What follows belongs to an exercise in optimizing a design on an open flow for small area, a short achievable clock period and few clock cycles per item; a production flow would make more cautious choices. Function was checked by simulation only, so behaviour that the tests miss may differ from the original.

==> trial 19 <==
// pe_array_top
module pe_array_top (
    input  logic                                   clk,
    input  logic                                   rstn,
    input  logic [pe_array_pkg::BEAT_WD-1:0]       beat,
    input  logic                                   beat_valid,
    output logic                                   beat_ready,
    output logic [pe_array_pkg::RESULT_WD-1:0]     result,
    output logic                                   result_valid,
    input  logic                                   result_ready
);
export LEC_CHECK = 0
export CAP_MARGIN = 20
export CORE_MARGIN = 2
export CORE_UTILIZATION = 40
export SETUP_SLACK_MARGIN = 2.5
export SLEW_MARGIN = 20
create_clock -name core_clock -period 7.5 [get_ports {clk}]
run.sh (not shown) runs the stock make flow with config.mk's settings and CLKGATE_MAP_FILE= SYNTH_SCRIPT=/design/flow/synth_recipe.tcl, a recipe that flattens the netlist after the stock synthesis.
==> build 97 (differences from trial 19) <==
--- a/flow/design.v
+++ b/flow/design.v
@@ -88,15 +88,14 @@
     input  logic                                                              clk,
     input  logic                                                              acc_clr,
     input  logic                                                              acc_hold,
     input  logic [pe_array_pkg::PE_COL_NUM*pe_array_pkg::FEATURE_WD-1:0]      features,
     input  logic [3:0]                                                        one,
     input  logic [3:0]                                                        two,
     input  logic [3:0]                                                        neg,
-    input  logic [3:0]                                                        nz,
     output logic [pe_array_pkg::ROW_ACC_WD-1:0]                               acc
 );
     localparam int COL_NUM = pe_array_pkg::PE_COL_NUM;
     localparam int F_WD    = pe_array_pkg::FEATURE_WD;
     localparam int A_WD    = pe_array_pkg::ACC_WD;
     localparam int SPLIT   = 9;    
     logic [COL_NUM*A_WD-1:0] acc_s;         
@@ -105,15 +104,14 @@
     logic [COL_NUM-1:0]      acc_c_nxt;
     for (genvar c = 0; c < COL_NUM; c++) begin : g_mac
         pe_mac u_mac (
             .f   (features[F_WD*c +: F_WD]),
             .one (one),
             .two (two),
             .neg (neg),
-            .nz  (nz),
             .a   (acc_s[A_WD*c +: A_WD] & ~{A_WD{acc_clr}}),
             .ci  (acc_c[c] & ~acc_clr),
             .s   (acc_s_nxt[A_WD*c +: A_WD]),
             .co  (acc_c_nxt[c])
         );
         assign acc[A_WD*c +: A_WD] = {acc_s[A_WD*c + SPLIT +: A_WD - SPLIT] + (A_WD - SPLIT)'(acc_c[c]),
                                       acc_s[A_WD*c +: SPLIT]};
@@ -126,15 +124,14 @@
     end
 endmodule
 module pe_mac (
     input  logic [7:0]  f,
     input  logic [3:0]  one,
     input  logic [3:0]  two,
     input  logic [3:0]  neg,
-    input  logic [3:0]  nz,
     input  logic [17:0] a,
     input  logic        ci,
     output logic        co,
     output logic [17:0] s
 );
     logic pp0_0;
     logic pp0_1;
@@ -259,42 +256,42 @@
     assign pp0_1 = ((one[0] & f[1]) | (two[0] & f[0])) ^ neg[0];
     assign pp0_2 = ((one[0] & f[2]) | (two[0] & f[1])) ^ neg[0];
     assign pp0_3 = ((one[0] & f[3]) | (two[0] & f[2])) ^ neg[0];
     assign pp0_4 = ((one[0] & f[4]) | (two[0] & f[3])) ^ neg[0];
     assign pp0_5 = ((one[0] & f[5]) | (two[0] & f[4])) ^ neg[0];
     assign pp0_6 = ((one[0] & f[6]) | (two[0] & f[5])) ^ neg[0];
     assign pp0_7 = ((one[0] & f[7]) | (two[0] & f[6])) ^ neg[0];
-    assign pp0_8 = ~((nz[0] & f[7]) ^ neg[0]);
+    assign pp0_8 = ~(((one[0] | two[0]) & f[7]) ^ neg[0]);
     assign pp1_0 = (one[1] & f[0]) ^ neg[1];
     assign pp1_1 = ((one[1] & f[1]) | (two[1] & f[0])) ^ neg[1];
     assign pp1_2 = ((one[1] & f[2]) | (two[1] & f[1])) ^ neg[1];
     assign pp1_3 = ((one[1] & f[3]) | (two[1] & f[2])) ^ neg[1];
     assign pp1_4 = ((one[1] & f[4]) | (two[1] & f[3])) ^ neg[1];
     assign pp1_5 = ((one[1] & f[5]) | (two[1] & f[4])) ^ neg[1];
     assign pp1_6 = ((one[1] & f[6]) | (two[1] & f[5])) ^ neg[1];
     assign pp1_7 = ((one[1] & f[7]) | (two[1] & f[6])) ^ neg[1];
-    assign pp1_8 = ~((nz[1] & f[7]) ^ neg[1]);
+    assign pp1_8 = ~(((one[1] | two[1]) & f[7]) ^ neg[1]);
     assign pp2_0 = (one[2] & f[0]) ^ neg[2];
     assign pp2_1 = ((one[2] & f[1]) | (two[2] & f[0])) ^ neg[2];
     assign pp2_2 = ((one[2] & f[2]) | (two[2] & f[1])) ^ neg[2];
     assign pp2_3 = ((one[2] & f[3]) | (two[2] & f[2])) ^ neg[2];
     assign pp2_4 = ((one[2] & f[4]) | (two[2] & f[3])) ^ neg[2];
     assign pp2_5 = ((one[2] & f[5]) | (two[2] & f[4])) ^ neg[2];
     assign pp2_6 = ((one[2] & f[6]) | (two[2] & f[5])) ^ neg[2];
     assign pp2_7 = ((one[2] & f[7]) | (two[2] & f[6])) ^ neg[2];
-    assign pp2_8 = ~((nz[2] & f[7]) ^ neg[2]);
+    assign pp2_8 = ~(((one[2] | two[2]) & f[7]) ^ neg[2]);
     assign pp3_0 = (one[3] & f[0]) ^ neg[3];
     assign pp3_1 = ((one[3] & f[1]) | (two[3] & f[0])) ^ neg[3];
     assign pp3_2 = ((one[3] & f[2]) | (two[3] & f[1])) ^ neg[3];
     assign pp3_3 = ((one[3] & f[3]) | (two[3] & f[2])) ^ neg[3];
     assign pp3_4 = ((one[3] & f[4]) | (two[3] & f[3])) ^ neg[3];
     assign pp3_5 = ((one[3] & f[5]) | (two[3] & f[4])) ^ neg[3];
     assign pp3_6 = ((one[3] & f[6]) | (two[3] & f[5])) ^ neg[3];
     assign pp3_7 = ((one[3] & f[7]) | (two[3] & f[6])) ^ neg[3];
-    assign pp3_8 = ~((nz[3] & f[7]) ^ neg[3]);
+    assign pp3_8 = ~(((one[3] | two[3]) & f[7]) ^ neg[3]);
     assign s0 = neg[2] ^ pp0_4;
     assign c0 = neg[2] & pp0_4;
     assign s1 = pp0_5 ^ pp1_3;
     assign c1 = pp0_5 & pp1_3;
     assign s2 = neg[3] ^ pp0_6 ^ pp1_4;
     assign c2 = (neg[3] & pp0_6) | (neg[3] & pp1_4) | (pp0_6 & pp1_4);
     assign s3 = pp2_2 ^ pp3_0;
@@ -414,37 +411,34 @@
     end
     for (genvar oc = 0; oc < OC_NUM; oc++) begin : g_oc
         logic [W_WD-1:0] w;
         logic [W_WD:0]   wx;         
         logic [3:0]      one;        
         logic [3:0]      two;        
         logic [3:0]      neg;        
-        logic [3:0]      nz;         
         assign w  = grp_in[W_WD*oc +: W_WD];
         assign wx = {w, 1'b0};
         for (genvar k = 0; k < 4; k++) begin : g_booth
             always_ff @(posedge clk) begin
                 if (!in_hold) begin
                     one[k] <= wx[2*k+1] ^ wx[2*k];
                     two[k] <= (wx[2*k+2] & ~wx[2*k+1] & ~wx[2*k]) | (~wx[2*k+2] & wx[2*k+1] & wx[2*k]);
                     neg[k] <= wx[2*k+2];
-                    nz[k]  <= wx[2*k+1] ^ wx[2*k] | (wx[2*k+2] ^ wx[2*k+1]);
                 end
             end
         end
         for (genvar h = 0; h < H_NUM; h++) begin : g_h
             pe_row u_row (
                 .clk      (clk),
                 .acc_clr  (acc_clr),
                 .acc_hold (acc_hold),
                 .features (feat_q[FR_WD*h +: FR_WD]),    
                 .one      (one),                       
                 .two      (two),
                 .neg      (neg),
-                .nz       (nz),
                 .acc      (grp_acc[ROW_WD*(H_NUM*oc + h) +: ROW_WD])
             );
         end
     end
 endmodule
 `timescale 1ns/1ps
 module pe_array_top (
SETUP_SLACK_MARGIN = 3.5   (was 2.5)
==> trial 32 (differences from trial 19) <==
==> flow/flow/run.sh (new file) <==
#!/bin/bash
# Own flow: the standard layout (standard.sh, unchanged synthesis and
# steps), with the port buffers that global placement inserts made of
# sky130_fd_sc_hd__buf_1 instead of the default delay-buffer cell. Every
# input and output port still gets its own buffer.
set -euo pipefail
echo "export BUFFER_PORTS_ARGS = -buffer_cell sky130_fd_sc_hd__buf_1" >> config.mk
bash standard.sh finish > standard.log 2>&1
==> flow/standard.sh (new file) <==
#!/bin/bash
# synth_recipe.tcl (not shown) runs the flow's synth.tcl, then flattens the netlist and writes it again
# the make line also repeats each setting of config.mk as NAME=value (left out here)
make -C /OpenROAD-flow-scripts/flow DESIGN_CONFIG=/design/flow/config.mk WORK_HOME=/design/flow/orfs CLKGATE_MAP_FILE= SYNTH_SCRIPT=/design/flow/synth_recipe.tcl "${@:-finish}"
BUFFER_PORTS_ARGS = -buffer_cell sky130_fd_sc_hd__buf_1   (was default)
removed: flow/run.sh
==> qor summary <==
item                                                                                                    trial 19                                       trial 32                                       build 97
Yosys reg bits                                                                                               808                                            808                                            792
Area taken by flip-flops and latches                                                                  24,200 um2                                     24,200 um2                                     23,700 um2
Slew at the pin closest to its max-slew limit                                                            1220 ps                                        1210 ps                                        1100 ps
RR Endpoint                                                        g_grp[1].u_grp.g_oc[1].g_h[0].u_row.acc_s[53]  g_grp[0].u_grp.g_oc[0].g_h[1].u_row.acc_s[71]  g_grp[1].u_grp.g_oc[0].g_h[1].u_row.acc_s[53]
M1 GR Usage                                                                                                0.335                                          0.339                                          0.410
Multi-input combinational cell area                                                                   68,800 um2                                     68,800 um2                                     76,900 um2
Post-CTS Setup Repair Bufs                                                                                     1                                              5                                            496
Clock sink total                                                                                             808                                            808                                            792
Die Span X                                                                                                510 um                                         510 um                                         513 um
Starting Density                                                                                           0.403                                          0.403                                          0.403
Status                                                                                            finished clean                                 finished clean                                 finished clean
Full die area                                                                                        260,000 um2                                    260,000 um2                                    263,000 um2
Via count of the first global-routing pass                                                                 79.0k                                          78.9k                                          86.2k
Worst Hold Slack                                                                                          492 ps                                         497 ps                                         493 ps
Share of the final layout cell area in multi-input gates                                                   0.601                                          0.624                                          0.584
Total wirelength of the detailed-routed design                                                        330,000 um                                     332,000 um                                     404,000 um
Synth unique cells                                                                                            56                                             56                                             68
PostCTS Resize Cnt                                                                                             2                                              0                                          1,173
Core region area                                                                                     254,000 um2                                    254,000 um2                                    257,000 um2
Height of the die                                                                                         510 um                                         510 um                                         513 um
Fraction of the core area covered by cells at the end of the flow                                          0.451                                          0.433                                          0.512
Initial antenna violation count                                                                               32                                             27                                             45
Testbench counts of trial 19, summed over its fixed seeds: cycles 10,816, rows 1,200.
Testbench counts of build 97, summed over its fixed seeds: cycles 10,816, rows 1,200.
Testbench counts of trial 32, summed over its fixed seeds: cycles 10,816, rows 1,200.

port drivers added, routing unchanged:
Ports are ideal in the flow. The routed layouts listed here were re-timed in OpenROAD. Step 1 sets driving cells, clkbuf_16 on the clock port and buf_2 on the other inputs (assumed; they add their load-dependent delay and slew). Step 2, shift: input delay + t, output delay - t, t = (earliest + latest rising clock arrival at the registers) / 2. This alone moves slack from input paths to output paths. Slacks: no drivers / after step 1 / after step 2; pairs: no drivers / after step 1.
run	t (ns)	setup slack, ns	worst register clock-pin slew, ns	cell pins on the clock port's net
trial 19	0.853	2.681 / 2.659 / 2.681	0.07 / 0.07	1
build 97	0.902	3.218 / 3.218 / 3.215	0.07 / 0.07	1
trial 32	0.873	2.653 / 2.653 / 2.653	0.07 / 0.07	1
After both steps every run listed still meets setup and hold. The setup slack of build 97, which loses most, moves by 0.000 ns with the drivers and by -0.003 ns with both steps.
